Optimization exercise on an open flow, not production practice. RTL: at most simulated, not proved equivalent. Power: default activity.

==> flow/design.v <==
package fcrla_pkg;
	localparam int MAX_SAMPLES = 4096;
	localparam int SAMPLE_BITS = 16;
	localparam int LANES    = 4;
	localparam int AVG_W    = 16;
	localparam int COUNT_W  = 13;
	localparam int TIME_W   = 32;
	localparam int IVAL_W   = 16;
	localparam int TALLY_W  = $clog2(MAX_SAMPLES + 1);          
	localparam int TRIPLE_W = TALLY_W + 1;                      
	localparam int SUM_W    = SAMPLE_BITS + $clog2(MAX_SAMPLES);  
	localparam int REM_W    = SUM_W - AVG_W;                    
	localparam int STEPS    = AVG_W / 2;                        
	localparam int CNT_W    = $clog2(STEPS);
	localparam int IN_W     = 104;
	localparam int OUT_W    = 80;
	localparam logic [IVAL_W-1:0] EMIT_INTERVAL_RESET = IVAL_W'(1000);
endpackage
module fcrla_lane (
	input  logic                              clk,
	input  logic                              acc_zero,  
	input  logic                              add,
	input  logic [fcrla_pkg::SAMPLE_BITS-1:0] sample,
	input  logic                              follow,    
	input  logic                              step,
	input  logic [fcrla_pkg::TALLY_W-1:0]     d1,        
	input  logic [fcrla_pkg::TRIPLE_W-1:0]    d3,        
	output logic [fcrla_pkg::AVG_W-1:0]       avg
);
	localparam int SW = fcrla_pkg::SUM_W;
	localparam int RW = fcrla_pkg::REM_W;
	localparam int AW = fcrla_pkg::AVG_W;
	logic [SW-1:0]   acc_q;
	logic [SW-1:0]   acc_sum;
	logic [SW-1:0]   acc_d;
	logic [SW-1:0]   div_q;
	logic [RW+1:0]   r4;
	logic [RW+2:0]   s1, s2, s3;
	logic [RW-1:0]   rem;
	logic [1:0]      qd;
	assign acc_sum = acc_q + SW'(sample);
	always_comb begin
		unique case ({acc_zero, add})
			2'b00: acc_d = acc_q;
			2'b01: acc_d = acc_sum;
			2'b10: acc_d = '0;
			2'b11: acc_d = SW'(sample);
		endcase
	end
	always_ff @(posedge clk) begin
		acc_q <= acc_d;
	end
	assign r4 = div_q[SW-1:AW-2];
	assign s1 = {1'b0, r4} - (RW+3)'(d1);
	assign s2 = {1'b0, r4} - (RW+3)'({d1, 1'b0});
	assign s3 = {1'b0, r4} - (RW+3)'(d3);
	always_comb begin
		if (!s3[RW+2]) begin
			qd  = 2'd3;
			rem = s3[RW-1:0];
		end else if (!s2[RW+2]) begin
			qd  = 2'd2;
			rem = s2[RW-1:0];
		end else if (!s1[RW+2]) begin
			qd  = 2'd1;
			rem = s1[RW-1:0];
		end else begin
			qd  = 2'd0;
			rem = r4[RW-1:0];
		end
	end
	always_ff @(posedge clk) begin
		if (follow) begin
			div_q <= acc_d;
		end else if (step) begin
			div_q <= {rem, div_q[AW-3:0], qd};
		end
	end
	assign avg = div_q[AW-1:0];
endmodule
module four_channel_rate_limited_averager_top (
	input  logic                          clk,
	input  logic                          arst_n,
	input  logic                          s_tvalid,
	output logic                          s_tready,
	input  logic [fcrla_pkg::IN_W-1:0]    s_tdata,
	input  logic [1:0]                    s_tuser,
	output logic                          m_tvalid,
	input  logic                          m_tready,
	output logic [fcrla_pkg::OUT_W-1:0]   m_tdata,
	input  logic                          cfg_we,
	input  logic [fcrla_pkg::IVAL_W-1:0]  cfg_data
);
	localparam int TW = fcrla_pkg::TALLY_W;
	localparam int XW = fcrla_pkg::TRIPLE_W;
	localparam int HW = fcrla_pkg::TIME_W / 2;
	logic [fcrla_pkg::IVAL_W-1:0] ival_q;
	logic                         cfgd_q;    
	logic                         stream_q;
	logic [2*HW-1:0]              last_q;
	logic [HW:0]                  end_q;     
	logic [TW-1:0]                tally_q;
	logic [XW-1:0]                triple_q;  
	logic                         ready_q;
	logic                         pend_q;    
	logic                         busy_q;    
	logic                         valid_q;   
	logic [fcrla_pkg::CNT_W-1:0]  cnt_q;
	logic [TW-1:0]                count_q;   
	logic [XW-1:0]                count3_q;
	logic                         accept;
	logic                         start;
	logic                         smp;
	logic [HW-1:0]                now_lo, now_hi, last_hi1;
	logic                         borrow;
	logic                         lt_end;
	logic                         in_window;
	logic                         hi_zero;
	logic                         emit;
	logic                         div_free;
	logic                         load;
	logic                         zero;
	logic                         add;
	logic                         done;
	logic                         busy_d, valid_d, pend_d, free_d;
	logic [TW-1:0]                tally_d;
	logic [XW-1:0]                triple_d;
	logic [HW:0]                  end_sum;
	logic [fcrla_pkg::AVG_W-1:0]  avg [fcrla_pkg::LANES];
	assign now_lo   = s_tdata[1 +: HW];
	assign now_hi   = s_tdata[1 + HW +: HW];
	assign div_free = !busy_q && !valid_q;
	assign load     = pend_q && div_free;
	assign s_tready = ready_q;
	assign accept   = s_tvalid && ready_q;
	assign start    = accept && (s_tuser == 2'd1);
	assign smp      = accept && (s_tuser == 2'd0) && stream_q && s_tdata[0];
	assign zero     = load || start;
	assign add      = smp && (zero || !tally_q[TW-1]);
	assign tally_d  = (zero ? '0 : tally_q) + TW'(add);
	assign triple_d = (zero ? '0 : triple_q) + (add ? XW'(3) : '0);
	assign last_hi1  = last_q[2*HW-1:HW] + HW'(1);
	assign borrow    = now_lo < last_q[HW-1:0];
	assign lt_end    = now_lo < end_q[HW-1:0];
	assign in_window = end_q[HW] ? (!borrow || lt_end) : (!borrow && lt_end);
	assign hi_zero   = borrow ? (now_hi == last_hi1) : (now_hi == last_q[2*HW-1:HW]);
	assign emit      = smp && hi_zero && in_window ? 1'b0 : smp;
	assign end_sum  = (cfgd_q ? {1'b0, last_q[HW-1:0]} : {1'b0, now_lo}) + (HW+1)'(ival_q);
	assign done    = busy_q && cnt_q == fcrla_pkg::CNT_W'(fcrla_pkg::STEPS - 1);
	assign busy_d  = load || (busy_q && !done);
	assign valid_d = done || (valid_q && !m_tready);
	assign free_d  = !busy_d && !valid_d;
	assign pend_d  = emit || (pend_q && !div_free);
	genvar g;
	generate
		for (g = 0; g < fcrla_pkg::LANES; g++) begin : g_lane
			fcrla_lane u_lane (
				.clk      (clk),
				.acc_zero (zero),
				.add      (add),
				.sample   (s_tdata[33 + 16*g +: fcrla_pkg::SAMPLE_BITS]),
				.follow   (free_d),
				.step     (load || busy_q),
				.d1       (count_q),
				.d3       (count3_q),
				.avg      (avg[g])
			);
		end
	endgenerate
	always_ff @(posedge clk) begin
		tally_q  <= tally_d;
		triple_q <= triple_d;
		if (free_d) begin
			count_q  <= tally_d;
			count3_q <= triple_d;
		end
		if (load) begin
			cnt_q <= fcrla_pkg::CNT_W'(1);
		end else if (busy_q) begin
			cnt_q <= cnt_q + fcrla_pkg::CNT_W'(1);
		end
	end
	always_ff @(posedge clk or negedge arst_n) begin
		if (!arst_n) begin
			ival_q <= fcrla_pkg::EMIT_INTERVAL_RESET;
			cfgd_q <= 1'b0;
		end else begin
			cfgd_q <= cfg_we;
			if (cfg_we) begin
				ival_q <= cfg_data;
			end
		end
	end
	always_ff @(posedge clk or negedge arst_n) begin
		if (!arst_n) begin
			stream_q <= 1'b0;
		end else if (accept && s_tuser == 2'd1) begin
			stream_q <= 1'b1;
		end else if (accept && s_tuser == 2'd2) begin
			stream_q <= 1'b0;
		end
	end
	always_ff @(posedge clk or negedge arst_n) begin
		if (!arst_n) begin
			last_q <= '0;
			end_q  <= (HW+1)'(fcrla_pkg::EMIT_INTERVAL_RESET);
		end else begin
			if (emit) begin
				last_q <= {now_hi, now_lo};
			end
			if (emit || cfgd_q) begin
				end_q <= end_sum;
			end
		end
	end
	always_ff @(posedge clk or negedge arst_n) begin
		if (!arst_n) begin
			ready_q <= 1'b1;
			pend_q  <= 1'b0;
			busy_q  <= 1'b0;
			valid_q <= 1'b0;
		end else begin
			ready_q <= !cfg_we && !(pend_d && !free_d);
			pend_q  <= pend_d;
			busy_q  <= busy_d;
			valid_q <= valid_d;
		end
	end
	assign m_tvalid = valid_q;
	assign m_tdata  = {3'b000, count_q, avg[3], avg[2], avg[1], avg[0]};
endmodule
==> flow/run.sh <==
#!/bin/bash
# synth_recipe.tcl (not shown) runs the flow's synth.tcl, then flattens the netlist and writes it again
# the make line also repeats each setting of config.mk as NAME=value (left out here)
make -C /OpenROAD-flow-scripts/flow DESIGN_CONFIG=/design/flow/config.mk WORK_HOME=/design/flow/orfs CLKGATE_MAP_FILE= SYNTH_SCRIPT=/design/flow/synth_recipe.tcl finish
==> flow/config.mk <==
export PLATFORM = sky130hd
export DESIGN_NAME = four_channel_rate_limited_averager_top
export DESIGN_NICKNAME = four_channel_rate_limited_averager_top
export VERILOG_FILES = /design/flow/design.v
export SDC_FILE = /design/flow/constraint.sdc
export NUM_CORES = 4
export LEC_CHECK = 0
export CAP_MARGIN = 20
export CORE_MARGIN = 2
export CORE_UTILIZATION = 40
export SETUP_SLACK_MARGIN = 2.0
export SLEW_MARGIN = 20
==> flow/constraint.sdc <==
create_clock -name core_clock -period 5.5 [get_ports {clk}]
set_input_delay 1.1000 -clock core_clock [delete_from_list [all_inputs] [get_ports {clk}]]
set_output_delay 1.1000 -clock core_clock [all_outputs]
set_load 0.01 [all_outputs]
==> flow_metrics.tcl, run 1 <==
set metrics [dict create \
    ios 209 \
    p_leak_nw 14.2 \
    worst-endpoint-required_ns 5.95 \
    core-area_um2 67000 \
    final_core_util 0.501 \
    fin_cells 4153 \
    grt_usage 0.221 \
    grt_antenna_before_repair 8 \
    p_per_area_nw_per_um2 676 \
    remaining_drc_errors 0 \
    tightest_slew_ns 0.949 \
    drt_pass1_iterations 5 \
    cp-end-kind "register" \
    slew_viol_final 0 \
    cpMaxStageDelayCell "or4_4" \
    synthToLayoutAreaGrowth_pct 24.3 \
    seqPwrFrac 0.204 \
    synthCells 3010 \
    cp_max_fo 7 \
    critPathBufInv 4 \
    num-fill-cells 6123 \
    finalSetupViolations 0 \
    grt_first_pass_wirelength_um 125000 \
    hold_path_class "reg -> reg" \
    fin_crit_ns 3.53 \
    drt_iter0_drc 1469 \
    synthArstFlopShare 0.202 \
    fin_hold_ws_ns 0.471 \
    io_buffers 198 \
    worst_slack_ns 1.97 \
    grt_max_degree 117 \
    grt_overflow_total 0 \
    place_ws_ns 0.225 \
    die_h_um 264 \
    power.share.clock 0.127 \
    fin_crit_sh 0.643 \
    yosysWarnings 3 \
    dp_hpwl_um 56600 \
    fin_skew_ns 0.0365 \
    multi_input_area_um2 18500 \
    maxCapViolations 0 \
    routed_via_density 5.60 \
    tns_ns 0 \
    fmax_mhz 283 \
    clk_path_buf_depth 3 \
    syn_area_per_cell_um2 8.97 \
    cts_buffers 40 \
    syn_area_um2 27000 \
    seq_area_frac_synth 0.326 \
    startpoint_type "primary input" \
    clk_pin_slew_worst_paths_ns 0.06 \
    finalHoldViolCount 0 \
    outcome "timing/DRC/antenna clean" \
    seq_area_um2 8810 \
    final_antenna_net_count 0 \
    routabilityCongestion 0.888 \
    synth_cell_types 88 \
    vdd_drop_max_mv 0.507 \
    insertion_delay_ns 0.58 \
    routed_wl_um 80900 \
    crit_chain "buf_2, ha_1, and3_4, buf_4, o21ai_2, o21ai_4, or4_4, xnor2_4, a2111oi_4, o2111a_2, nor2_4, buf_6, buf_12, mux2_4" \
    p_switching_mw 10.2 \
    htreeDepth 2 \
    yosys_register_bits 352 \
    fp-row-count 95 \
    max_slew_margin 0.367 \
    synth_edf_count 139 \
    crit_family "simple AND/OR/NAND/NOR gates" \
    crit_type "in -> reg" \
    p_int_mw 12.5 \
    dp.cells 3967 \
    max_stage_delay_ns 0.54 \
    die_w_um 264 \
    wl_per_cell_um 19.5 \
    cp.arrival_ns 3.98 \
    switching_share 0.448 \
    vias 23261 \
    ys.flop_type "dfxtp_1" \
    drive_gt1_frac 0.174 \
    holdBufCountCts 0 \
    dieArea_um2 69600 \
    power_frac_comb 0.669 \
    clock_sinks 352 \
    fin_nets 3669 \
    initial_core_util 0.403 \
    rsz0062_at_grt "true" \
    grt_pass1_vias 22847 \
    tritoncts "done" \
    root_buffer "clkbuf_16" \
]
## metal layers
layer	GRT usage	part of all wire	up-vias
li1	-	-	11338
met1	0.303	0.47	11231
met2	0.360	0.46	549
met3	0.0322	0.045	133
met4	0.0657	0.026	10
met5	0	0.00088	-
## state kept, by name, summed over array words and instances (netlist names)
register / count
g_lane.u_lane.acc_q: 112
valid_q: 1
ready_q: 1
cfgd_q: 1
count_q: 13
ival_q: 16
pend_q: 1
g_lane.u_lane.div_q: 112
stream_q: 1
last_q: 32
end_q: 17
cnt_q: 3
tally_q: 13
busy_q: 1
triple_q: 14
count3_q: 14
## cells in the mapped netlist (36+ instances only)
cell      number  area, um2
dfxtp_1      142       2840
a21oi_1      202       1010
dfrtp_1       58       1450
mux2_2        56        631
xnor2_1      154       1350
edfxtp_1     139       4170
inv_1        136        510
o21ai_0      196        981
a211oi_1      46        345
buf_4         68        510
mux2i_1       63        631
clkbuf_1      73        274
xor2_1        77        674
nor2_1       228        856
nor3_1        53        265
nand2_1      322       1210
nand3_1       70        350
ha_1         277       3470
o21a_1        39        293
a21o_1        63        473
mux2_1        36        405
nor2b_1       44        275
## power groups by stage
| stage | registers (mW) | clock network, mW | logic (mW) |
|---|---|---|---|
| after floorplan | 4.39 | 0 | 10.4 |
| after global placement | 4.64 | 0 | 13.1 |
| after detailed placement | 4.66 | 0 | 13.5 |
| after CTS | 4.61 | 2.94 | 14.1 |
| after global routing | 4.73 | 3.03 | 16.7 |
| final | 4.62 | 2.89 | 15.2 |
## cells in the final DEF (no fill, tap or decap), types with 16 or more instances in the layout
cell type        synthesis  routed
nand2_1                322     316
ha_1                   277     230
nor2_1                 228     215
a21oi_1                202     170
o21ai_0                196     165
clkdlybuf4s50_1          0     154
xnor2_1                154     150
dfxtp_1                142     142
edfxtp_1               139     139
inv_1                  136     129
buf_4                   68     107
xor2_1                  77      77
nand3_1                 70      68
mux2i_1                 63      63
a21o_1                  63      61
dfrtp_1                 58      57
mux2_2                  56      56
nor3_1                  53      49
clkbuf_16                0      47
nor2b_1                 44      43
ha_4                     0      43
o21a_1                  39      38
a211oi_1                46      38
mux2_4                   0      36
nand2b_1                30      28
o21ai_1                  9      28
a31oi_1                 30      28
a21oi_2                  0      27
and3_1                  27      26
or3_1                   27      26
buf_6                    3      24
o211ai_1                21      21
a22o_1                  16      16
buf_2                    1      16
dlymetal6s2s_1           0      16
## worst reg2reg max path, cell delays in order, from the launching register on
cell and delay, ns:
edfxtp_1 0.41, clkinvlp_4 0.24, ha_1 0.40, o21ai_0 0.13
a21boi_1 0.30, o31ai_2 0.14, a21oi_1 0.29, a211o_1 0.35
a21oi_4 0.10, buf_12 0.15, buf_4 0.15, a21oi_1 0.37
a21oi_1 0.14
## final timing paths
kind                                                  endpoint                  start  slack, ns  depth (start not counted)
setup / recovery                         last_q[4]$_DFFE_PN0P_            s_tdata[14]       1.97                         14
hold / removal                           cnt_q[1]$_SDFFE_PP0P_  cnt_q[1]$_SDFFE_PP0P_       0.47                          2
setup reg to reg           g_lane[3].u_lane.div_q[0]$_DFFE_PP_   count_q[2]$_DFFE_PP_       2.08                         12
hold reg to reg                          cnt_q[1]$_SDFFE_PP0P_  cnt_q[1]$_SDFFE_PP0P_       0.47                          2
max in group asynchronous               last_q[19]$_DFFE_PN0P_                 arst_n       3.84                          2
min in group asynchronous               ival_q[10]$_DFFE_PN0P_                 arst_n       0.59                          1
## through the flow
step	power, mW	instance area (um2)
2_1_floorplan	14.8	27500
3_3_place_gp	17.7	30000
3_5_place_dp	18.1	30000
4_1_cts	21.7	32400
5_1_grt	24.5	33600
6_report	22.7	33600
## cell families (layout without fill, tap and decap cells)
family	count (synthesis)	after routing	share of synthesized area
AND/OR/NAND/NOR	880	883	0.151
AO/OA/AOI/OAI	805	806	0.194
flip-flops	352	352	0.326
adder cells (fa/ha/maj)	295	295	0.142
buffers and inverters	291	553	0.0508
XOR/XNOR	231	231	0.0749
multiplexers	155	155	0.0617
other	1	5	0.000139
## area by class of cell
class,count,area share
multi-input cells,2373,0.550
repair buffers,343,0.0975
clock inverters,16,0.00514
well taps,873,0.0325
flip-flops and latches,352,0.263
diodes,2,0.000149
inverters,137,0.0158
clock buffers,57,0.0367
## repair_timing
action | CTS | global route
pin swaps | 76 | 71
setup buffers | 54 | 48
setup endpoints to repair | 158 | 159
resized for setup | 183 | 184
gates cloned | 4 | 5
Testbench counts, summed over its fixed seeds: cycles 15,879.
==> run 2, diff against run 1 <==
--- a/flow/config.mk
+++ b/flow/config.mk
@@ -9,4 +9,4 @@
 export CORE_MARGIN = 2
 export CORE_UTILIZATION = 40
-export SETUP_SLACK_MARGIN = 2.0
+export SETUP_SLACK_MARGIN = 2.6
 export SLEW_MARGIN = 20
==> run 2 against run 1 <==
  * Setup slack worse by 0.060 ns
  * Clock-buffer cell count increased by 4
  * Power is 19% higher
  * Hold slack lost 0.0038 ns
  * Still clean on timing, DRC and antenna
  * Global-route usage up 2.2 points
  * Sequential power increased by 1%
  * Fmax shrank 1.7%
  * Clock power is 3% higher
  * Largest cell class unchanged
  * Routed wire length increased by 9.7%
  * Via count up 4.7%
  * Critical path type unchanged
  * Sequential share of layout area decreased by 2.8 points
  * Final area rose by 12%
==> flow_metrics.tcl, run 2 <==
set metrics [dict create \
    synthArstFlopShare 0.202 \
    top_regs "g_lane.u_lane.acc_q (112), g_lane.u_lane.div_q (112), last_q (32)" \
    holdBufCountCts 0 \
    crit_type "in -> reg" \
    synth_common_cells "nand2_1 (322), ha_1 (277), nor2_1 (228)" \
    synth_edf_count 139 \
    fin_skew_ns 0.0196 \
    vias 24352 \
    dieArea_um2 69600 \
    grt_first_pass_wirelength_um 136000 \
    fin_crit_ns 3.59 \
    fin_cells 4338 \
    syn_area_per_cell_um2 8.97 \
    fin_area_um2 37600 \
    insertion_delay_ns 0.59 \
    yosysMostFrequentCell "nand2_1" \
    p_total_mw 27.1 \
    max_stage_delay_ns 0.56 \
    synth_top_area_share 0.155 \
    drt_pass1_iterations 5 \
    finalSetupViolations 0 \
    remaining_drc_errors 0 \
    finalHoldViolCount 0 \
    core-area_um2 67000 \
    wl_per_cell_um 20.5 \
    fin_hold_ws_ns 0.467 \
    crit_chain "buf_8, ha_4, a211oi_2, o21ai_2, a21oi_2, o21ai_4, or4_4, xnor2_4, a2111oi_4, o2111ai_4, a21oi_4, buf_6, buf_12, mux2_4" \
    rr_worst_depth 14 \
    synthToLayoutAreaGrowth_pct 39.2 \
    r2r-start "last_q[2]$_DFFE_PN0P_" \
    hold_path_end "cnt_q[1]$_SDFFE_PP0P_" \
    mostFrequentLayoutCells "nand2_1 (302), buf_4 (202), nor2_1 (196)" \
    tightest_slew_ns 1.16 \
    grt_pass1_vias 24367 \
    worst-endpoint-required_ns 5.97 \
    clk_path_buf_depth 3 \
    clk_pin_slew_worst_paths_ns 0.06 \
    slew_viol_final 0 \
    maxCapViolations 0 \
    drive_gt1_frac 0.296 \
    ys.flop_type "dfxtp_1" \
    vdd_drop_max_mv 0.539 \
    ios 209 \
    whs_path_depth 2 \
    cp_max_fo 5 \
    final_antenna_net_count 0 \
    startpoint "s_tdata[3]" \
    syn_area_um2 27000 \
    io_buffers 198 \
    die_h_um 264 \
    r2r-end "end_q[16]$_DFFE_PN0P_" \
    fin_crit_sh 0.654 \
    outcome "timing/DRC/antenna clean" \
    synth_top_area_cell "edfxtp_1" \
    p_leak_nw 15.6 \
    grt_overflow_total 0 \
    tritoncts "done" \
    yosysWarnings 3 \
    rsz0062_at_grt "true" \
    worst_slack_ns 1.91 \
    routed_via_density 5.61 \
    die_w_um 264 \
    cpMaxStageDelayCell "or4_4" \
    clock_sinks 352 \
    yosys_register_bits 352 \
    initial_core_util 0.403 \
    reg2reg_slack_ns 2.04 \
    p_per_area_nw_per_um2 720 \
    grt_antenna_before_repair 8 \
    cts_buffers 43 \
    drt_iter0_drc 1574 \
    seq_area_frac_synth 0.326 \
    hold_path_class "reg -> reg" \
    max_slew_margin 0.221 \
    routabilityCongestion 0.876 \
    synthCells 3010 \
    dp.cells 3954 \
    fp-row-count 95 \
    startpoint_type "primary input" \
    yosys-top-cells-area "edfxtp_1 (15%), ha_1 (13%), dfxtp_1 (11%), dfrtp_1 (5.4%), xnor2_1 (5.0%)" \
    root_buffer "clkbuf_16" \
    place_ws_ns 0.272 \
    htreeDepth 2 \
    grt_usage 0.243 \
    cp-end-kind "register" \
    fin_nets 3849 \
    cp.arrival_ns 4.06 \
    dp_hpwl_um 57300 \
    fmax_mhz 278 \
    tns_ns 0 \
    place_area_um2 30500 \
    grt_max_degree 117 \
    synth_cell_types 88 \
    final_core_util 0.561 \
    worstHoldStart "cnt_q[1]$_SDFFE_PP0P_" \
    routed_wl_um 88700 \
    layout_commonest_cell "nand2_1" \
]
==> run 2: cell counts after synthesis <==
No cell type changed its count.
==> run 2: per-layer routing <==
layer / up-vias / part of all wire / global-route usage
met3: 121 / 0.053 / 0.0343
met4: 6 / 0.023 / 0.0745
li1: 11711 / - / -
met1: 11879 / 0.46 / 0.336
met5: - / 0.00051 / 0
met2: 635 / 0.47 / 0.393
==> run 2: cell type report <==
| type | count | area [um2] |
|---|---|---|
| Antenna cell | 4 | 10.0 |
| Clock inverter | 18 | 203 |
| Inverter | 137 | 581 |
| Timing Repair Buffer | 513 | 5060 |
| Multi-Input combinational cell | 2379 | 20600 |
| Clock buffer | 61 | 1250 |
| Sequential cell | 352 | 8810 |
| Timing Repair inverter | 1 | 8.76 |
| Tap cell | 873 | 1090 |
| Fill cell | 5788 | 29500 |
==> run 2: cell families (layout without fill, tap and decap cells) <==
group | Yosys count | count (layout) | share of synthesized area
XOR/XNOR | 231 | 231 | 0.0749
other | 1 | 7 | 0.000139
multiplexers | 155 | 155 | 0.0617
adder cells (fa/ha/maj) | 295 | 295 | 0.142
buffers and inverters | 291 | 730 | 0.0508
AND/OR/NAND/NOR | 880 | 882 | 0.151
AO/OA/AOI/OAI | 805 | 813 | 0.194
flip-flops | 352 | 352 | 0.326
==> run 2: worst max-delay path: cells and delay by family <==
family,cells,cell delay (ns)
multiplexers,1,0.29
XOR/XNOR,1,0.15
AND/OR/NAND/NOR,1,0.56
buffers and inverters,3,0.34
adder cells (fa/ha/maj),1,0.23
AO/OA/AOI/OAI,7,1.36
==> run 2: where the power goes <==
group	leakage, nW	total [mW]	switching [mW]	internal [mW]
Clock	0.710	2.97	1.20	1.77
Combinational	11.3	19.4	9.93	9.48
Sequential	3.56	4.68	0.817	3.86
==> run 2: worst max-delay path by stage <==
stage | to | slack (ns) | cells after the start
floorplan | end_q[3]$_DFFE_PN1P_ | 1.75 | 12
finish | end_q[16]$_DFFE_PN0P_ | 1.91 | 14
detailed placement | last_q[14]$_DFFE_PN0P_ | 0.27 | 13
global placement | last_q[6]$_DFFE_PN0P_ | 0.36 | 13
CTS | end_q[16]$_DFFE_PN0P_ | 1.98 | 14
global route | end_q[1]$_DFFE_PN0P_ | 1.84 | 15
==> run 2: repair_timing <==
action,CTS,global route
endpoints found under the setup margin,326,251
pin swaps,232,205
gates cloned,17,1
gates resized for setup,532,265
buffers inserted,200,83
==> run 3, diff against run 2 <==
--- a/flow/config.mk
+++ b/flow/config.mk
@@ -9,4 +9,4 @@
 export CORE_MARGIN = 2
 export CORE_UTILIZATION = 40
-export SETUP_SLACK_MARGIN = 2.6
+export SETUP_SLACK_MARGIN = 1.5
 export SLEW_MARGIN = 20
==> run 3 against run 2 <==
  * Die area stayed put
  * Combinational power is 29% lower
  * Global-route usage is 2.8 points lower
  * First-iteration DRC count is 22% lower
  * Utilization is 9.0 points lower
  * Still clean
  * Sequential power is 2% lower
  * Largest cell class unchanged
  * Non-clock buffer count is 256 lower
  * Via count is 6.5% lower
  * Sequential cell count stayed put
  * Clock-buffer cell count is 6 higher
==> flow_metrics.tcl, run 3 <==
set metrics [dict create \
    cpMaxStageDelayCell "clkdlybuf4s50_1" \
    synth_cell_types 88 \
    synth_common_cells "nand2_1 (322), ha_1 (277), nor2_1 (228)" \
    grt_pass1_vias 22748 \
    cp.arrival_ns 4.35 \
    io_buffers 198 \
    whs_path_depth 2 \
    cp-end-kind "register" \
    tns_ns 0 \
    final_antenna_net_count 0 \
    clk_pin_slew_worst_paths_ns 0.06 \
    vdd_drop_max_mv 0.277 \
    crit_chain "clkdlybuf4s50_1, ha_2, fa_2, a21oi_2, o21ai_2, a2111oi_4, buf_4, o31a_1, o21ai_1, nand2_1, a211oi_1, xnor2_1, o21ai_0, o31a_1" \
    fmax_mhz 256 \
    fp-row-count 95 \
    crit_end "g_lane[0].u_lane.div_q[26]$_DFFE_PP_" \
    synth_top_area_cell "edfxtp_1" \
    grtUsageMet3 0.0337 \
    p_leak_nw 13.5 \
    fin_crit_sh 0.710 \
    fin_crit_ns 3.90 \
    worst-endpoint-required_ns 5.94 \
    dieArea_um2 69600 \
    dp_hpwl_um 56400 \
    grt_first_pass_wirelength_um 121000 \
    fin_nets 3582 \
    synth_edf_count 139 \
    tightest_slew_ns 0.984 \
    fin_hold_ws_ns 0.471 \
    grt_max_degree 117 \
    seq_area_frac_synth 0.326 \
    power_frac_comb 0.648 \
    syn_area_per_cell_um2 8.97 \
    holdBufCountCts 0 \
    core-area_um2 67000 \
    synthArstFlopShare 0.202 \
    routed_via_density 5.59 \
    drt_iter0_drc 1231 \
    r2r-start "count_q[1]$_DFFE_PP_" \
    hold_path_class "reg -> reg" \
    power.share.clock 0.135 \
    rsz0062_at_grt "true" \
    rr_worst_depth 13 \
    p_switching_mw 9.52 \
    synth_top_area_share 0.155 \
    outcome "timing/DRC/antenna clean" \
    synthToLayoutAreaGrowth_pct 16.9 \
    maxCapViolations 0 \
    ys.flop_type "dfxtp_1" \
    clk_path_buf_depth 3 \
    reg2reg_slack_ns 1.76 \
    worst-path-stages 14 \
    grtUsageMet2 0.354 \
    grt_overflow_total 0 \
    grt_usage 0.215 \
    max_slew_margin 0.342 \
    ios 209 \
    drt_pass1_iterations 5 \
    die_h_um 264 \
    slew_viol_final 0 \
    vias 22781 \
    syn_area_um2 27000 \
    grt_antenna_before_repair 12 \
    final_core_util 0.471 \
    insertion_delay_ns 0.59 \
    grtUsageMet1 0.284 \
    startpoint_type "primary input" \
    htreeDepth 2 \
    clock_sinks 352 \
    cp_max_fo 3 \
    wl_per_cell_um 18.8 \
    yosysMostFrequentCell "nand2_1" \
    switching_share 0.451 \
    cts_buffers 43 \
    root_buffer "clkbuf_16" \
    finalSetupViolations 0 \
    remaining_drc_errors 0 \
    fin_cells 4075 \
    fin_skew_ns 0.0233 \
    drive_gt1_frac 0.0886 \
    critPathBufInv 2 \
    p_int_mw 11.6 \
    worst_slack_ns 1.60 \
    finalHoldViolCount 0 \
    mostFrequentLayoutCells "nand2_1 (321), ha_1 (270), nor2_1 (220)" \
    die_w_um 264 \
    routabilityCongestion 0.870 \
    tritoncts "done" \
    yosys_register_bits 352 \
    yosysWarnings 3 \
    grt_busiest_layer "met2" \
    yosys-top-cells-area "edfxtp_1 (15%), ha_1 (13%), dfxtp_1 (11%), dfrtp_1 (5.4%), xnor2_1 (5.0%)" \
    synthCells 3010 \
    layout_commonest_cell "nand2_1" \
    max_stage_delay_ns 0.50 \
    r2r-end "g_lane[3].u_lane.div_q[21]$_DFFE_PP_" \
    initial_core_util 0.403 \
    crit_top_cell "o31a_1" \
    p_per_area_nw_per_um2 668 \
    crit_family "compound AO/OA/AOI/OAI gates" \
    routed_wl_um 76600 \
    place_ws_ns 0.244 \
    dp.cells 3964 \
    startpoint "s_tdata[33]" \
    seqPwrFrac 0.217 \
    top_regs "g_lane.u_lane.acc_q (112), g_lane.u_lane.div_q (112), last_q (32)" \
    crit_type "in -> reg" \
]
-- run 3: cell counts after synthesis --
No cell type changed its count.
-- run 3: final cells by class --
cell class	count	area, um2
antenna	7	17.5
tap	873	1090
sequential	352	8810
clock buffer	67	1280
multi-input combinational	2369	17200
clock inverter	13	100
inverter	137	518
timing repair buffer	257	2540
fill	6386	35500
-- run 3: logic make-up after synthesis --
kind of cell / count (synthesis) / share of synthesized area
AOI/OAI and AO/OA: 805 / 0.194
xor gates and xnor gates: 231 / 0.0749
adders and majority gates: 295 / 0.142
buffers and inverters: 291 / 0.0508
DFF: 352 / 0.326
muxes: 155 / 0.0617
other: 1 / 0.000139
and+or+nand+nor: 880 / 0.151
-- run 3: worst min-delay path by stage --
stage,startpoint,end
after floorplan,cnt_q[0]$_SDFFE_PP1P_,cnt_q[0]$_SDFFE_PP1P_
after global placement,cnt_q[2]$_SDFFE_PP0P_,cnt_q[2]$_SDFFE_PP0P_
after detailed placement,cnt_q[2]$_SDFFE_PP0P_,cnt_q[2]$_SDFFE_PP0P_
after CTS,cnt_q[2]$_SDFFE_PP0P_,cnt_q[2]$_SDFFE_PP0P_
after global routing,cnt_q[0]$_SDFFE_PP1P_,cnt_q[0]$_SDFFE_PP1P_
final,cnt_q[2]$_SDFFE_PP0P_,cnt_q[2]$_SDFFE_PP0P_
-- run 3: power groups by stage --
stage | Combinational (mW) | Sequential (mW) | Clock [mW]
floorplan | 10.2 | 4.37 | 0
detailed placement | 13.2 | 4.63 | 0
finish | 13.7 | 4.59 | 2.84
global route | 15.2 | 4.70 | 3.00
global placement | 12.8 | 4.61 | 0
CTS | 13.4 | 4.59 | 2.91
-- run 3: tightest hold or removal path, stage by stage (launching register included) --
cell and delay [ns]:
dfxtp_1 0.31, nand2_1 0.05, o21ai_0 0.06
-- run 3: routing by layer --
layer  part of all wire  vias to the layer above  routed length, um
li1                   -                    11172                  -
met1               0.46                    10941              35000
met2               0.46                      527              35000
met3              0.051                      133               3900
met4              0.033                        8               2550
met5            0.00076                        -                 58
-- run 3: metrics by stage --
stage          area (um2)  power, mW
6_report            31600       21.1
5_1_grt             31600       22.9
4_1_cts             31200       20.9
3_5_place_dp        29600       17.8
3_3_place_gp        29600       17.4
2_1_floorplan       27000       14.6
-- run 3: what timing repair did --
item,in CTS,in global routing
buffers inserted,9,15
setup endpoints to repair,83,91
gates resized for setup,27,64
pin swaps,13,33
==> run 4, diff against run 3 <==
--- a/flow/config.mk
+++ b/flow/config.mk
@@ -8,5 +8,5 @@
 export CAP_MARGIN = 20
 export CORE_MARGIN = 2
-export CORE_UTILIZATION = 40
-export SETUP_SLACK_MARGIN = 1.5
+export CORE_UTILIZATION = 60
+export SETUP_SLACK_MARGIN = 2.0
 export SLEW_MARGIN = 20
==> run 4 against run 3 <==
  * Register-to-register slack better by 0.28 ns
  * Global-route usage up 11 points
  * Sequential power about the same
  * Synthesized area unchanged
  * Clock-buffer cell count down 10
  * Clock power about the same
  * Largest cell class unchanged
  * Largest power group unchanged
==> flow_metrics.tcl, run 4 <==
set metrics [dict create \
    outcome "timing/DRC/antenna clean" \
    synth_edf_count 139 \
    vdd_drop_max_mv 0.520 \
    initial_core_util 0.609 \
    remaining_drc_errors 0 \
    layout_commonest_cell "nand2_1" \
    switching_share 0.447 \
    tightest_slew_ns 1.11 \
    seqPwrFrac 0.207 \
    wl_per_cell_um 20.3 \
    grt_usage 0.320 \
    synth_top_area_cell "edfxtp_1" \
    ys.flop_type "dfxtp_1" \
    synthToLayoutAreaGrowth_pct 22.1 \
    final_core_util 0.744 \
    tns_ns 0 \
    finalHoldViolCount 0 \
    p_per_area_nw_per_um2 679 \
    cts_buffers 41 \
    yosys-top-cells-area "edfxtp_1 (15%), ha_1 (13%), dfxtp_1 (11%), dfrtp_1 (5.4%), xnor2_1 (5.0%)" \
    tritoncts "done" \
    core-area_um2 44300 \
    synth_top_area_share 0.155 \
    power.share.clock 0.126 \
    drt_iter0_drc 1827 \
    yosysMostFrequentCell "nand2_1" \
    routed_wl_um 78100 \
    p_int_mw 12.4 \
    yosys_register_bits 352 \
    synthArstFlopShare 0.202 \
    r2r-end "end_q[16]$_DFFE_PN0P_" \
    routed_via_density 6.09 \
    r2r-start "last_q[2]$_DFFE_PN0P_" \
    drive_gt1_frac 0.167 \
    syn_area_per_cell_um2 8.97 \
    power_frac_comb 0.667 \
    fin_crit_sh 0.669 \
    reg2reg_slack_ns 2.04 \
    fp-row-count 77 \
    vias 23494 \
    die_w_um 216 \
    yosysWarnings 3 \
    insertion_delay_ns 0.57 \
    startpoint_type "primary input" \
    grt_pass1_vias 22842 \
    synth_cell_types 88 \
    crit_type "in -> reg" \
    htreeDepth 2 \
    cp-end-kind "register" \
    dp_hpwl_um 54100 \
    clk_path_buf_depth 3 \
    mostFrequentLayoutCells "nand2_1 (316), ha_1 (234), nor2_1 (214)" \
    drt_pass1_iterations 5 \
    grt_overflow_total 0 \
    die_h_um 216 \
    clock_sinks 352 \
    worst-endpoint-required_ns 5.94 \
    fin_crit_ns 3.68 \
    hold_path_class "in -> async" \
    rsz0062_at_grt "true" \
    rr_worst_depth 13 \
    grt_busiest_layer "met2" \
    syn_area_um2 27000 \
    fmax_mhz 272 \
    slew_viol_final 0 \
    root_buffer "clkbuf_16" \
    grtUsageMet1 0.429 \
    synth_common_cells "nand2_1 (322), ha_1 (277), nor2_1 (228)" \
    holdBufCountCts 0 \
    maxCapViolations 0 \
    grtUsageMet3 0.0584 \
    clk_pin_slew_worst_paths_ns 0.06 \
    grt_antenna_before_repair 9 \
    cp_max_fo 5 \
    grtUsageMet2 0.524 \
    dieArea_um2 46700 \
    p_switching_mw 10.0 \
    fin_nets 3651 \
    cp.arrival_ns 4.11 \
    final_antenna_net_count 0 \
    max_slew_margin 0.253 \
    fin_skew_ns 0.0170 \
    top_regs "g_lane.u_lane.acc_q (112), g_lane.u_lane.div_q (112), last_q (32)" \
    ios 209 \
    p_leak_nw 13.9 \
    seq_area_frac_synth 0.326 \
    grt_first_pass_wirelength_um 120000 \
    io_buffers 198 \
    synthCells 3010 \
    finalSetupViolations 0 \
    num-fill-cells 3288 \
    grt_max_degree 117 \
    routabilityCongestion 0.911 \
]
## run 4: power groups by stage
stage          clock network [mW]  logic, mW  registers (mW)
2_1_floorplan                   0       10.4            4.39
3_3_place_gp                    0       12.8            4.61
3_5_place_dp                    0       13.3            4.63
4_1_cts                      2.85       13.9            4.59
5_1_grt                      2.96       16.4            4.71
6_report                     2.82       14.9            4.62
## run 4: timing repair
item                                    CTS  global route
setup buffers                            49            42
pin swaps                                83            94
gates resized for setup                 204           147
hold endpoints to repair                  0             0
endpoints found under the setup margin  148           129
cloned                                    3             4
## run 4: stage by stage
stage | power, mW | instances | area, um2 | setup slack, ns | hold WS (ns)
3_3_place_gp | 17.5 | 3680 | 29600 | 0.251 | 0.452
3_5_place_dp | 17.9 | 3680 | 29600 | 0.188 | 0.463
5_1_grt | 24.1 | 3853 | 33000 | 1.75 | 0.369
2_1_floorplan | 14.8 | 3012 | 27500 | 1.72 | 0.438
6_report | 22.4 | 3855 | 33000 | 1.82 | 0.373
4_1_cts | 21.4 | 3805 | 32000 | 1.93 | 0.356
## run 4: critical path, cell delays in order
cell and delay, ns:
buf_2 0.15, ha_4 0.28, nand2_2 0.05, nor3_1 0.29
a21oi_2 0.12, o21ai_4 0.27, nand2b_2 0.25, mux2i_1 0.27
xor2_1 0.32, o2111ai_2 0.23, a21oi_4 0.32, buf_6 0.16
mux2_4 0.29
## run 4: layout make-up
class,instances,area [um2],share of cell area
multi-input combinational,2374,18400,0.558
sequential,352,8810,0.267
timing repair buffer,323,3130,0.0949
clock buffer,57,1140,0.0345
tap,592,741,0.0225
inverter,137,528,0.0160
clock inverter,16,215,0.00653
antenna,4,10.0,0.000304
## run 4: cells by family after synthesis
kind of cell               after synthesis  share of synthesized area
muxes                                  155                     0.0617
DFF                                    352                      0.326
AOI/OAI and AO/OA                      805                      0.194
buffers and inverters                  291                     0.0508
and+or+nand+nor                        880                      0.151
xor gates and xnor gates               231                     0.0749
adders and majority gates              295                      0.142
other                                    1                   0.000139
## run 4: how the worst max path moves through the flow
stage,from,end,slack (ns),cells after the start
6_report,s_tdata[8],end_q[16]$_DFFE_PN0P_,1.82,13
4_1_cts,s_tdata[3],end_q[16]$_DFFE_PN0P_,1.93,13
2_1_floorplan,s_tdata[3],end_q[3]$_DFFE_PN1P_,1.72,12
3_5_place_dp,s_tdata[3],last_q[26]$_DFFE_PN0P_,0.19,13
5_1_grt,s_tdata[11],end_q[11]$_DFFE_PN0P_,1.75,14
3_3_place_gp,s_tdata[3],last_q[20]$_DFFE_PN0P_,0.25,13
## run 4: routing by layer
metal | wire, um | part of all wire | vias up
li1 | - | - | 11325
met1 | 34900 | 0.45 | 11344
met2 | 36000 | 0.46 | 673
met3 | 4830 | 0.062 | 142
met4 | 2270 | 0.029 | 10
met5 | 69 | 0.00088 | -
==> run 5, diff against run 4 <==
--- a/flow/config.mk
+++ b/flow/config.mk
@@ -6,4 +6,5 @@
 export NUM_CORES = 4
 export LEC_CHECK = 0
+export ABC_AREA = 1
 export CAP_MARGIN = 20
 export CORE_MARGIN = 2
==> run 5 against run 4 <==
  * Clock-buffer cell count increased by 9
  * First-iteration DRC count increased by 23%
  * Routed wire length increased by 3.3%
  * Global-route usage rose by 0.58 points
  * Synthesized area grew 2.0%
  * Die area up 2.0%
  * Clock skew is 0.0043 ns lower
  * Fmax rose by 8.0%
  * Sequential power shrank about 10%
  * Hold slack gained 0.091 ns
  * Sequential cell count did not move
  * Register-to-register slack better by 0.10 ns
  * Critical endpoint is now g_lane[0].u_lane.div_q[21]$_DFFE_PP_
  * Highest routed layer unchanged
==> flow_metrics.tcl, run 5 <==
set metrics [dict create \
    mostFrequentLayoutCells "nand2_1 (968), inv_1 (379), a21oi_1 (293)" \
    htreeDepth 2 \
    wl_per_cell_um 18.0 \
    holdBufCountCts 0 \
    power_frac_comb 0.608 \
    cts_buffers 42 \
    vdd_drop_max_mv 0.481 \
    grt_pass1_vias 24561 \
    cp-end-kind "register" \
    grt_antenna_before_repair 10 \
    crit_type "in -> reg" \
    routed_wl_um 80700 \
    fin_skew_ns 0.0127 \
    yosysWarnings 3 \
    hold_path_class "in -> async" \
    synth_edf_count 139 \
    die_w_um 218 \
    die_h_um 218 \
    clk_path_buf_depth 3 \
    routed_via_density 5.77 \
    multi_input_area_um2 16900 \
    ios 209 \
    maxCapViolations 0 \
    dp_hpwl_um 58300 \
    rsz0062_at_grt "false" \
    routabilityCongestion 0.958 \
    grt_overflow_total 0 \
    drive_gt1_frac 0.0790 \
    finalHoldViolCount 0 \
    cp.arrival_ns 3.73 \
    r2r-start "count_q[2]$_DFFE_PP_" \
    yosysMostFrequentCell "nand2_1" \
    p_total_mw 18.4 \
    synth_top_area_share 0.152 \
    slew_viol_final 0 \
    startpoint_type "primary input" \
    p_leak_nw 15.2 \
    seq_area_um2 8810 \
    fp-row-count 78 \
    syn_area_per_cell_um2 7.46 \
    ys.flop_type "dfxtp_1" \
    grt_usage 0.326 \
    synthArstFlopShare 0.202 \
    reg2reg_slack_ns 2.14 \
    top_regs "g_lane.u_lane.acc_q (112), g_lane.u_lane.div_q (112), last_q (32)" \
    drt_iter0_drc 2241 \
    yosys_register_bits 352 \
    num-fill-cells 3668 \
    root_buffer "clkbuf_16" \
    switching_share 0.465 \
    clk_pin_slew_worst_paths_ns 0.06 \
    syn_area_um2 27500 \
    p_per_area_nw_per_um2 570 \
    power.share.clock 0.165 \
    vias 25927 \
    worst-endpoint-required_ns 5.82 \
    synth_top_area_cell "edfxtp_1" \
    synth_common_cells "nand2_1 (982), inv_1 (386), a21oi_1 (301)" \
    core-area_um2 45400 \
    rr_worst_depth 11 \
    final_antenna_net_count 0 \
    insertion_delay_ns 0.58 \
    io_buffers 198 \
    synthToLayoutAreaGrowth_pct 17.2 \
    fin_hold_ws_ns 0.464 \
    finalSetupViolations 0 \
    synthCells 3692 \
    remaining_drc_errors 0 \
    tns_ns 0 \
    grt_max_degree 161 \
    fin_crit_sh 0.619 \
    seqPwrFrac 0.226 \
    clock_sinks 352 \
    seq_area_frac_synth 0.320 \
    tritoncts "done" \
    outcome "timing/DRC/antenna clean" \
    p_switching_mw 8.55 \
    cp_max_fo 6 \
    r2r-end "g_lane[2].u_lane.div_q[1]$_DFFE_PP_" \
    p_int_mw 9.83 \
    fin_crit_ns 3.41 \
    grt_first_pass_wirelength_um 124000 \
    initial_core_util 0.607 \
    synth_cell_types 63 \
    tightest_slew_ns 1.00 \
    max_slew_margin 0.332 \
    dieArea_um2 47600 \
    layout_commonest_cell "nand2_1" \
    fmax_mhz 294 \
    drt_pass1_iterations 6 \
    fin_nets 4273 \
    yosys-top-cells-area "edfxtp_1 (15%), nand2_1 (13%), ha_1 (13%), dfxtp_1 (10%), a21oi_1 (5.5%)" \
]
==> run 5: changes by cell type after synthesis, sizes merged, moves of 62 or more <==
| cell | delta |
|---|---|
| nand2 | +667 |
| a21oi | +98 |
| nand3 | +119 |
| xnor2 | -87 |
| inv | +255 |
| mux2 | -77 |
| mux2i | -62 |
==> run 5: metal layers <==
layer / up-vias / track usage / share of wire
met2: 931 / 0.531 / 0.46
met1: 12053 / 0.435 / 0.43
met5: - / 0 / 0.00042
met3: 191 / 0.0434 / 0.068
met4: 6 / 0.139 / 0.040
li1: 12746 / - / -
==> run 5: cells by family after synthesis <==
logic type / Yosys count / share of synthesized area
adders and majority gates: 295 / 0.139
muxes: 16 / 0.00650
and+or+nand+nor: 1525 / 0.231
buffers and inverters: 553 / 0.0872
DFF: 352 / 0.320
other: 1 / 0.000136
AOI/OAI and AO/OA: 773 / 0.160
xor gates and xnor gates: 177 / 0.0563
==> run 5: cell type report <==
class	count	area share
antenna	7	0.000543
sequential	352	0.273
multi-input combinational	2792	0.525
inverter	393	0.0468
tap	600	0.0233
clock buffer	66	0.0418
clock inverter	12	0.00512
timing repair buffer	270	0.0847
==> run 5: worst max-delay path, stage by stage <==
cell and delay [ns]:
clkdlybuf4s50_1 0.45, ha_1 0.40, nand2_1 0.10, nor2_1 0.10, nand3b_1 0.17, nand2_1 0.08, nand2_1 0.15, a21oi_1 0.16
o21ai_2 0.22, nand2_1 0.09, nor2_1 0.20, nand2_1 0.10, nand2_1 0.07, a21oi_1 0.05, nor2_1 0.20, a21oi_1 0.09
==> run 5: power by group through the flow <==
| stage | sequential [mW] | clock [mW] | combinational [mW] |
|---|---|---|---|
| 2_1_floorplan | 4.00 | 0 | 8.15 |
| 3_3_place_gp | 4.19 | 0 | 10.3 |
| 3_5_place_dp | 4.20 | 0 | 10.6 |
| 4_1_cts | 4.14 | 3.07 | 10.8 |
| 5_1_grt | 4.23 | 3.17 | 12.6 |
| 6_report | 4.16 | 3.04 | 11.2 |
==> run 5: metrics by stage <==
step | area [um2] | instances | setup slack, ns | utilization
6_report | 32300 | 4492 | 2.09 | 0.711
5_1_grt | 32300 | 4488 | 1.97 | 0.711
4_1_cts | 31600 | 4451 | 1.99 | 0.695
3_5_place_dp | 29700 | 4356 | 0.733 | 0.654
3_3_place_gp | 29700 | 4356 | 0.797 | 0.654
2_1_floorplan | 27600 | 3694 | 1.46 | -
==> run 5: worst max path at each step <==
stage / startpoint / to / slack (ns) / cells past startpoint
2_1_floorplan: s_tvalid / count3_q[12]$_DFFE_PP_ / 1.46 / 16
4_1_cts: s_tuser[1] / count3_q[13]$_DFFE_PP_ / 1.99 / 18
6_report: s_tdata[37] / g_lane[0].u_lane.div_q[21]$_DFFE_PP_ / 2.09 / 16
3_3_place_gp: s_tdata[4] / end_q[16]$_DFFE_PN0P_ / 0.80 / 22
5_1_grt: count_q[4]$_DFFE_PP_ / g_lane[2].u_lane.div_q[16]$_DFFE_PP_ / 1.97 / 13
3_5_place_dp: s_tdata[4] / last_q[10]$_DFFE_PN0P_ / 0.73 / 19
==> run 5: what timing repair did <==
item,4_1_cts,5_1_grt
endpoints found under the hold margin,0,0
pin swaps,15,41
setup buffers,15,29
setup endpoints to repair,213,114
cloned,2,5
gates resized for setup,60,102
==> run 6, diff against run 5 <==
--- a/flow/config.mk
+++ b/flow/config.mk
@@ -9,5 +9,5 @@
 export CAP_MARGIN = 20
 export CORE_MARGIN = 2
-export CORE_UTILIZATION = 60
-export SETUP_SLACK_MARGIN = 2.0
+export CORE_UTILIZATION = 40
+export SETUP_SLACK_MARGIN = 2.3
 export SLEW_MARGIN = 20
==> run 6 against run 5 <==
  * Setup slack improved by 0.19 ns
  * Non-clock buffer count up 86
  * Critical endpoint is now count3_q[12]$_DFFE_PP_
  * Fmax up 5.8%
  * Die area grew 49%
  * Final area up 6.8%
  * Routed wire length increased by 4.7%
  * Clock power grew 5%
  * Sequential power about the same
  * Still clean
  * Cell count grew 8.4%
  * Critical path depth is 1 higher
  * Global-route usage down 10 points
==> flow_metrics.tcl, run 6 <==
set metrics [dict create \
    outcome "timing/DRC/antenna clean" \
    clk_path_buf_depth 3 \
    ys.flop_type "dfxtp_1" \
    p_total_mw 19.8 \
    hold_path_class "in -> async" \
    synth_top_area_cell "edfxtp_1" \
    initial_core_util 0.403 \
    clock_sinks 352 \
    drt_iter0_drc 1585 \
    synth_cell_types 63 \
    layout_commonest_cell "nand2_1" \
    cp-end-kind "register" \
    num-fill-cells 6503 \
    synth_common_cells "nand2_1 (982), inv_1 (386), a21oi_1 (301)" \
    io_buffers 198 \
    drt_pass1_iterations 6 \
    wl_per_cell_um 17.3 \
    synthCells 3692 \
    grt_pass1_vias 23253 \
    vias 25420 \
    tns_ns 0 \
    fin_crit_ns 3.22 \
    ios 209 \
    insertion_delay_ns 0.59 \
    remaining_drc_errors 0 \
    fin_nets 4365 \
    routed_via_density 5.22 \
    die_w_um 266 \
    grt_overflow_total 0 \
    yosysWarnings 3 \
    drive_gt1_frac 0.140 \
    reg2reg_slack_ns 2.29 \
    seq_area_frac_synth 0.320 \
    root_buffer "clkbuf_16" \
    grt_usage 0.226 \
    power_frac_comb 0.628 \
    max_slew_margin 0.322 \
    clk_pin_slew_worst_paths_ns 0.06 \
    syn_area_per_cell_um2 7.46 \
    grt_max_degree 161 \
    p_per_area_nw_per_um2 574 \
    routed_wl_um 84400 \
    syn_area_um2 27500 \
    fp-row-count 96 \
    core-area_um2 68300 \
    rsz0062_at_grt "true" \
    p_int_mw 10.7 \
    rr_worst_depth 16 \
    tightest_slew_ns 1.02 \
    r2r-end "count3_q[12]$_DFFE_PP_" \
    yosys-top-cells-area "edfxtp_1 (15%), nand2_1 (13%), ha_1 (13%), dfxtp_1 (10%), a21oi_1 (5.5%)" \
    p_switching_mw 9.09 \
    power.share.clock 0.161 \
    cp_max_fo 3 \
    fin_crit_sh 0.585 \
    dieArea_um2 71000 \
    maxCapViolations 0 \
    worst-endpoint-required_ns 5.82 \
    dp_hpwl_um 59100 \
    cts_buffers 44 \
    synth_edf_count 139 \
    seqPwrFrac 0.211 \
    synthToLayoutAreaGrowth_pct 25.1 \
    synthArstFlopShare 0.202 \
    grt_antenna_before_repair 12 \
    grt_first_pass_wirelength_um 128000 \
    yosys_register_bits 352 \
    htreeDepth 2 \
    die_h_um 266 \
    yosysMostFrequentCell "nand2_1" \
    fmax_mhz 311 \
    tritoncts "done" \
    finalHoldViolCount 0 \
    switching_share 0.460 \
    slew_viol_final 0 \
    cp.arrival_ns 3.54 \
    r2r-start "ready_q$_DFF_PN1_" \
    mostFrequentLayoutCells "nand2_1 (951), inv_1 (365), a21oi_1 (277)" \
    vdd_drop_max_mv 0.320 \
    routabilityCongestion 0.891 \
    fin_hold_ws_ns 0.430 \
    final_antenna_net_count 0 \
    finalSetupViolations 0 \
    p_leak_nw 15.8 \
    startpoint_type "primary input" \
    top_regs "g_lane.u_lane.acc_q (112), g_lane.u_lane.div_q (112), last_q (32)" \
    fin_skew_ns 0.0315 \
    crit_type "in -> reg" \
    synth_top_area_share 0.152 \
    final_core_util 0.504 \
]
run 6: cell counts after synthesis:
No cell type changed its count.
run 6: logic make-up (layout without fill, tap and decap cells):
logic type,Yosys count,in the layout,synth area share
and+or+nand+nor,1525,1531,0.231
AOI/OAI and AO/OA,773,773,0.160
buffers and inverters,553,832,0.0872
DFF,352,352,0.320
adders and majority gates,295,295,0.139
xor gates and xnor gates,177,177,0.0563
muxes,16,16,0.00650
other,1,11,0.000136
run 6: worst max path at each step:
stage                                                     end  cells after the start                  from  slack [ns]
after floorplan                        count3_q[12]$_DFFE_PP_                     16              s_tvalid        1.46
after global placement                 count3_q[13]$_DFFE_PP_                     17              s_tvalid        0.80
after detailed placement               count3_q[13]$_DFFE_PP_                     17              s_tvalid        0.75
after CTS                 g_lane[2].u_lane.div_q[0]$_DFFE_PP_                     14  count_q[3]$_DFFE_PP_        2.26
after global routing                   count3_q[12]$_DFFE_PP_                     16     ready_q$_DFF_PN1_        2.17
final                                  count3_q[12]$_DFFE_PP_                     17            s_tuser[0]        2.28
run 6: metal layers:
metal	GRT usage	share of wire	vias to the layer above
met5	0	0.00051	-
met4	0.0521	0.021	8
met3	0.0299	0.049	104
met2	0.369	0.45	565
met1	0.317	0.48	11776
li1	-	-	12967
run 6: cell type report:
cell class | count | area, um2 | share of cell area
Timing Repair inverter | 1 | 3.75 | 0.000109
Sequential cell | 352 | 8810 | 0.256
Multi-Input combinational cell | 2795 | 17900 | 0.520
Timing Repair Buffer | 356 | 3490 | 0.101
Clock inverter | 21 | 298 | 0.00864
Inverter | 393 | 1540 | 0.0446
Tap cell | 882 | 1100 | 0.0320
Clock buffer | 61 | 1270 | 0.0368
Antenna cell | 8 | 20.0 | 0.000581
run 6: worst max-delay path, cell delays in order:
cell and delay [ns]:
buf_2 0.12, nand4_1 0.23, nand2_2 0.20, inv_4 0.05
nand2_4 0.06, nand2_4 0.06, clkinv_4 0.05, ha_4 0.13
inv_2 0.03, fa_2 0.38, nor3_4 0.22, nand2_2 0.12
nor2_4 0.16, nand3_4 0.10, nor3_4 0.21, nand3_1 0.11
xor2_1 0.18
run 6: timing repair:
item                                    4_1_cts  5_1_grt
buffers inserted                             53       71
endpoints found under the setup margin      284      130
gates cloned                                  7        9
pin swaps                                    41       83
hold buffers                                  0        0
gates resized for setup                     158      264
run 6: power groups by stage:
stage	Sequential (mW)	Clock (mW)	Combinational, mW
finish	4.18	3.19	12.4
global route	4.26	3.35	13.9
CTS	4.17	3.25	11.2
detailed placement	4.25	0	10.6
global placement	4.26	0	10.5
floorplan	4.00	0	8.16
run 6: stage by stage:
stage	cells	instance area, um2	worst slack [ns]
after global placement	4639	30100	0.796
after detailed placement	4639	30100	0.752
after global routing	4866	34400	2.17
after CTS	4781	32700	2.26
after floorplan	3694	27700	1.46
final	4869	34500	2.28
==> run 7, diff against run 6 <==
--- a/flow/config.mk
+++ b/flow/config.mk
@@ -10,4 +10,4 @@
 export CORE_MARGIN = 2
 export CORE_UTILIZATION = 40
-export SETUP_SLACK_MARGIN = 2.3
+export SETUP_SLACK_MARGIN = 2.0
 export SLEW_MARGIN = 20
==> run 7 against run 6 <==
  * First-iteration DRC count up 13%
  * Hold slack improved by 0.037 ns
  * Setup slack worse by 0.17 ns
  * Die area stayed put
  * Highest routed layer unchanged
  * Critical path depth is 3 lower
  * Still clean on timing, DRC and antenna
  * Clock-buffer cell count down 6
  * Utilization decreased by 2.9 points
  * Largest cell class unchanged
==> flow_metrics.tcl, run 7 <==
set metrics [dict create \
    fin_crit_sh 0.617 \
    finalHoldViolCount 0 \
    startpoint "count_q[2]$_DFFE_PP_" \
    grt_pass1_vias 23127 \
    dieArea_um2 71000 \
    synth_edf_count 139 \
    tritoncts "done" \
    fin_skew_ns 0.0386 \
    yosys_register_bits 352 \
    yosys-top-cells-area "edfxtp_1 (15%), nand2_1 (13%), ha_1 (13%), dfxtp_1 (10%), a21oi_1 (5.5%)" \
    syn_area_per_cell_um2 7.46 \
    die_w_um 266 \
    remaining_drc_errors 0 \
    routed_via_density 5.17 \
    finalSetupViolations 0 \
    p_per_area_nw_per_um2 556 \
    seq_area_frac_synth 0.320 \
    synthCells 3692 \
    maxCapViolations 0 \
    syn_area_um2 27500 \
    layout_commonest_cell "nand2_1" \
    tns_ns 0 \
    grt_first_pass_wirelength_um 125000 \
    fin_nets 4269 \
    top_regs "g_lane.u_lane.acc_q (112), g_lane.u_lane.div_q (112), last_q (32)" \
    drt_pass1_iterations 5 \
    yosysWarnings 3 \
    worst-endpoint-required_ns 5.83 \
    root_buffer "clkbuf_16" \
    synth_top_area_share 0.152 \
    rr_worst_depth 14 \
    fmax_mhz 295 \
    dp_hpwl_um 59300 \
    r2r-start "count_q[2]$_DFFE_PP_" \
    place_area_um2 30000 \
    synth_cell_types 63 \
    crit_end "g_lane[0].u_lane.div_q[16]$_DFFE_PP_" \
    fp-row-count 96 \
    cp_max_fo 17 \
    ios 209 \
    final_core_util 0.475 \
    crit_type "reg -> reg" \
    max_slew_margin 0.325 \
    reg2reg_slack_ns 2.11 \
    synthToLayoutAreaGrowth_pct 17.9 \
    wl_per_cell_um 16.8 \
    fin_area_um2 32500 \
    io_buffers 198 \
    core-area_um2 68300 \
    cp.arrival_ns 3.72 \
    p_leak_nw 15.1 \
    synth_top_area_cell "edfxtp_1" \
    synthArstFlopShare 0.202 \
    insertion_delay_ns 0.59 \
    clk_path_buf_depth 3 \
    p_total_mw 18.1 \
    yosysMostFrequentCell "nand2_1" \
    drive_gt1_frac 0.0824 \
    fin_crit_ns 3.39 \
    clk_pin_slew_worst_paths_ns 0.06 \
    die_h_um 266 \
    mostFrequentLayoutCells "nand2_1 (961), inv_1 (378), a21oi_1 (294)" \
    initial_core_util 0.403 \
    hold_path_class "reg -> reg" \
    ys.flop_type "dfxtp_1" \
    outcome "timing/DRC/antenna clean" \
    r2r-end "g_lane[0].u_lane.div_q[16]$_DFFE_PP_" \
    startpoint_type "register" \
    grt_antenna_before_repair 15 \
    rsz0062_at_grt "true" \
    grt_usage 0.221 \
    htreeDepth 2 \
    grt_overflow_total 0 \
    routed_wl_um 80300 \
    final_antenna_net_count 0 \
    vias 24650 \
    cts_buffers 43 \
    drt_iter0_drc 1792 \
    grt_max_degree 161 \
    routabilityCongestion 0.890 \
    synth_common_cells "nand2_1 (982), inv_1 (386), a21oi_1 (301)" \
    tightest_slew_ns 1.01 \
    clock_sinks 352 \
    cp-end-kind "register" \
    slew_viol_final 0 \
    vdd_drop_max_mv 0.361 \
]
## run 7: kinds of logic (layout without fill, tap and decap cells)
logic type      count (synthesis)  in the layout  synth area share
simple gates                 1525           1527             0.231
compound gates                773            773             0.160
flops                         352            352             0.320
buf+inv                       553            739            0.0872
xor+xnor                      177            177            0.0563
other cells                     1              5          0.000136
fa+ha+maj                     295            295             0.139
mux                            16             16           0.00650
## run 7: layer usage
| metal | global-route usage | routed length [um] | up-vias |
|---|---|---|---|
| li1 | - | - | 12768 |
| met1 | 0.310 | 38700 | 11275 |
| met2 | 0.354 | 35500 | 475 |
| met3 | 0.0352 | 4140 | 110 |
| met4 | 0.0551 | 1780 | 22 |
| met5 | 0 | 149 | - |
## run 7: how the worst min path moves through the flow
| stage | start | to | slack (ns) | depth (start not counted) |
|---|---|---|---|---|
| floorplan | g_lane[0].u_lane.acc_q[25]$_DFF_P_ | g_lane[0].u_lane.acc_q[25]$_DFF_P_ | 0.43 | 1 |
| global placement | g_lane[0].u_lane.acc_q[26]$_DFF_P_ | g_lane[0].u_lane.acc_q[26]$_DFF_P_ | 0.46 | 1 |
| detailed placement | g_lane[0].u_lane.acc_q[26]$_DFF_P_ | g_lane[0].u_lane.acc_q[26]$_DFF_P_ | 0.45 | 1 |
| CTS | g_lane[3].u_lane.acc_q[27]$_DFF_P_ | g_lane[3].u_lane.acc_q[27]$_DFF_P_ | 0.47 | 2 |
| global route | end_q[5]$_DFFE_PN1P_ | end_q[5]$_DFFE_PN1P_ | 0.50 | 2 |
| finish | g_lane[0].u_lane.acc_q[26]$_DFF_P_ | g_lane[0].u_lane.acc_q[26]$_DFF_P_ | 0.47 | 1 |
## run 7: metrics by stage
stage | hold WS, ns | std cells | worst slack (ns)
6_report | 0.467 | 4766 | 2.11
5_1_grt | 0.504 | 4766 | 1.94
4_1_cts | 0.470 | 4746 | 1.94
3_5_place_dp | 0.455 | 4639 | 0.700
3_3_place_gp | 0.457 | 4639 | 0.763
2_1_floorplan | 0.432 | 3694 | 1.46
## run 7: final cells by class
cell class	count	area (um2)
fillers	6730	35900
repair buffers	266	2640
clock inverters	25	175
inverters	393	1510
flip-flops and latches	352	8810
clock buffers	55	1200
multi-input cells	2791	17000
well taps	882	1100
diodes	2	5.00
## run 7: critical path, cell delays in order (launching register included)
cell	delay (ns)
edfxtp_1	0.39
clkinvlp_4	0.25
ha_1	0.44
a21oi_1	0.14
nand2_1	0.10
nand2_1	0.07
nand2_1	0.05
a21oi_1	0.38
o21a_4	0.32
inv_1	0.21
nor2_1	0.32
nand2_1	0.09
o211ai_1	0.09
o211ai_1	0.13
o21a_1	0.14
## run 7: timing repair
item                                    in CTS  in global routing
endpoints found under the hold margin        0                  0
setup buffers                               25                 16
pin swaps                                   18                 39
resized for setup                           58                121
hold buffers                                 0                  0
endpoints found under the setup margin     208                125
cloned                                       2                  2
## run 7: power breakdown
part           internal [mW]  total [mW]  switching (mW)
Clock                   1.61        2.84            1.23
Combinational           4.36        11.1            6.69
Sequential              3.59        4.17           0.585
Total                   9.56        18.1            8.51
==> run 8, diff against run 7 <==
==> flow/flow/run.sh (new file) <==
#!/bin/bash
# The standard layout (the standard.sh: standard synthesis, floorplan, placement, CTS,
# routing), except that the port buffers placement inserts are plain buffers
# (sky130_fd_sc_hd__buf_1) instead of the delay cell ORFS picks by default. Every input and
# output port still gets its own buffer; resizing may upsize it later.
set -euo pipefail
export BUFFER_PORTS_ARGS="-buffer_cell sky130_fd_sc_hd__buf_1"
bash standard.sh finish > standard.log 2>&1
==> flow/standard.sh (new file) <==
#!/bin/bash
# synth_recipe.tcl (not shown) runs the flow's synth.tcl, then flattens the netlist and writes it again
# the make line also repeats each setting of config.mk as NAME=value (left out here)
make -C /OpenROAD-flow-scripts/flow DESIGN_CONFIG=/design/flow/config.mk WORK_HOME=/design/flow/orfs CLKGATE_MAP_FILE= SYNTH_SCRIPT=/design/flow/synth_recipe.tcl "${@:-finish}"
--- a/flow/config.mk
+++ b/flow/config.mk
@@ -10,4 +10,6 @@
 export CORE_MARGIN = 2
 export CORE_UTILIZATION = 40
-export SETUP_SLACK_MARGIN = 2.0
+export CTS_CLUSTER_DIAMETER = 100
+export CTS_CLUSTER_SIZE = 24
+export SETUP_SLACK_MARGIN = 2.5
 export SLEW_MARGIN = 20
removed: flow/run.sh
==> run 8 against run 7 <==
  * Still clean on timing, DRC and antenna
  * Clock skew is 0.019 ns lower
  * Fmax is 8.5% higher
  * Utilization is 0.91 points higher
  * Global-route usage grew 0.51 points
  * Sequential share of layout area shrank 0.50 points
  * Cell count up 2.0%
  * Clock power fell by 36%
  * Largest cell class unchanged
==> flow_metrics.tcl, run 8 <==
set metrics [dict create \
    top_regs "g_lane.u_lane.acc_q (112), g_lane.u_lane.div_q (112), last_q (32)" \
    p_switching_mw 9.39 \
    power.share.clock 0.095 \
    fin_nets 4383 \
    clock_sinks 352 \
    drt_pass1_iterations 7 \
    ios 209 \
    outcome "timing/DRC/antenna clean" \
    synth_cell_types 63 \
    crit_family "simple AND/OR/NAND/NOR gates" \
    yosys-top-cells-area "edfxtp_1 (15%), nand2_1 (13%), ha_1 (13%), dfxtp_1 (10%), a21oi_1 (5.5%)" \
    dp_hpwl_um 59100 \
    fin_cells 4860 \
    rsz0062_at_grt "true" \
    yosysMostFrequentCell "nand2_1" \
    core-area_um2 68300 \
    grt_pass1_vias 23494 \
    drive_gt1_frac 0.161 \
    critPathBufInv 3 \
    p_leak_nw 15.0 \
    fin_crit_ns 3.13 \
    holdBufCountCts 0 \
    grt_usage 0.226 \
    worst_slack_ns 2.37 \
    remaining_drc_errors 0 \
    switching_share 0.490 \
    routed_via_density 5.26 \
    die_h_um 266 \
    cts_buffers 20 \
    fp-row-count 96 \
    synth_edf_count 139 \
    startpoint_type "primary input" \
    wl_per_cell_um 17.4 \
    syn_area_per_cell_um2 7.46 \
    cp_max_fo 20 \
    slew_viol_final 0 \
    seq_area_frac_synth 0.320 \
    die_w_um 266 \
    synth_top_area_cell "edfxtp_1" \
    grt_overflow_total 0 \
    ys.flop_type "dfxtp_1" \
    num-fill-cells 6663 \
    finalSetupViolations 0 \
    clk_path_buf_depth 3 \
    insertion_delay_ns 0.58 \
    cpMaxStageDelayCell "fa_2" \
    place_ws_ns 1.11 \
    synth_top_area_share 0.152 \
    tritoncts "done" \
]
==> run 8: cell count changes in the layout (fill, tap and decap cells not counted), moves of 27 or more <==
cell,delta
a21oi_1,-30
ha_1,-29
o21ai_0,-55
nand3_2,+28
inv_1,-28
nand3_1,-29
nand2_1,-32
clkdlybuf4s50_1,-184
a21oi_2,+27
buf_1,+179
nand2_2,+31
buf_4,+75
o21ai_1,+40
buf_6,+36
==> run 8: layer usage <==
layer | GRT usage | share of wire | vias up
met5 | 0 | 0.00052 | -
met4 | 0.0539 | 0.024 | 6
met3 | 0.0232 | 0.049 | 110
met2 | 0.363 | 0.45 | 567
met1 | 0.325 | 0.48 | 11902
li1 | - | - | 12990
==> run 8: worst reg2reg max path: cells and delay by family (launching register included) <==
family	cells	cell delay (ns)
xor+xnor	1	0.16
fa+ha+maj	2	0.49
buf+inv	3	0.17
flops	1	0.64
simple gates	10	1.39
==> run 8: metrics by stage <==
stage	hold WS (ns)	cell area, um2
floorplan	0.432	28000
global placement	0.455	29100
detailed placement	0.461	29100
CTS	0.385	31000
global route	0.402	33100
finish	0.401	33100
==> run 8: path summary, 6_finish.rpt <==
| kind | startpoint | endpoint | slack [ns] | cells after the start |
|---|---|---|---|---|
| setup / recovery | s_tvalid | count3_q[12]$_DFFE_PP_ | 2.37 | 15 |
| hold / removal | arst_n | ival_q[12]$_DFFE_PN0P_ | 0.40 | 1 |
| hold reg to reg | end_q[5]$_DFFE_PN1P_ | end_q[5]$_DFFE_PN1P_ | 0.48 | 2 |
| max in group asynchronous | arst_n | cfgd_q$_DFF_PN0_ | 3.95 | 2 |
| setup reg to reg | ready_q$_DFF_PN1_ | count3_q[12]$_DFFE_PP_ | 2.40 | 16 |
| min in group core_clock | end_q[5]$_DFFE_PN1P_ | end_q[5]$_DFFE_PN1P_ | 0.48 | 2 |
==> run 8: cell families (layout without fill, tap and decap cells) <==
| family | count (synthesis) | in the layout | synth area share |
|---|---|---|---|
| mux | 16 | 16 | 0.00650 |
| flops | 352 | 352 | 0.320 |
| compound gates | 773 | 774 | 0.160 |
| simple gates | 1525 | 1535 | 0.231 |
| xor+xnor | 177 | 177 | 0.0563 |
| fa+ha+maj | 295 | 295 | 0.139 |
| buf+inv | 553 | 823 | 0.0872 |
| other cells | 1 | 6 | 0.000136 |
==> run 8: power groups by stage <==
stage,logic [mW],registers [mW],clock network (mW)
after floorplan,8.23,4.01,0
after global placement,10.3,4.24,0
after detailed placement,10.4,4.24,0
after CTS,11.2,4.16,1.86
after global routing,14.6,4.26,1.94
final,13.2,4.18,1.81
==> run 8: timing repair <==
action | CTS | global route
gates cloned | 8 | 12
setup buffers | 70 | 91
resized for setup | 125 | 316
endpoints found under the setup margin | 259 | 156
pin swaps | 30 | 93
==> run 8: final cells by class <==
| class | count | area (um2) | share of cell area |
|---|---|---|---|
| timing repair inverter | 1 | 7.51 | 0.000227 |
| multi-input combinational | 2800 | 18200 | 0.550 |
| inverter | 393 | 1560 | 0.0470 |
| tap | 882 | 1100 | 0.0333 |
| timing repair buffer | 393 | 2760 | 0.0833 |
| clock inverter | 6 | 58.8 | 0.00178 |
| sequential | 352 | 8810 | 0.266 |
| clock buffer | 30 | 602 | 0.0182 |
| antenna | 3 | 7.51 | 0.000227 |
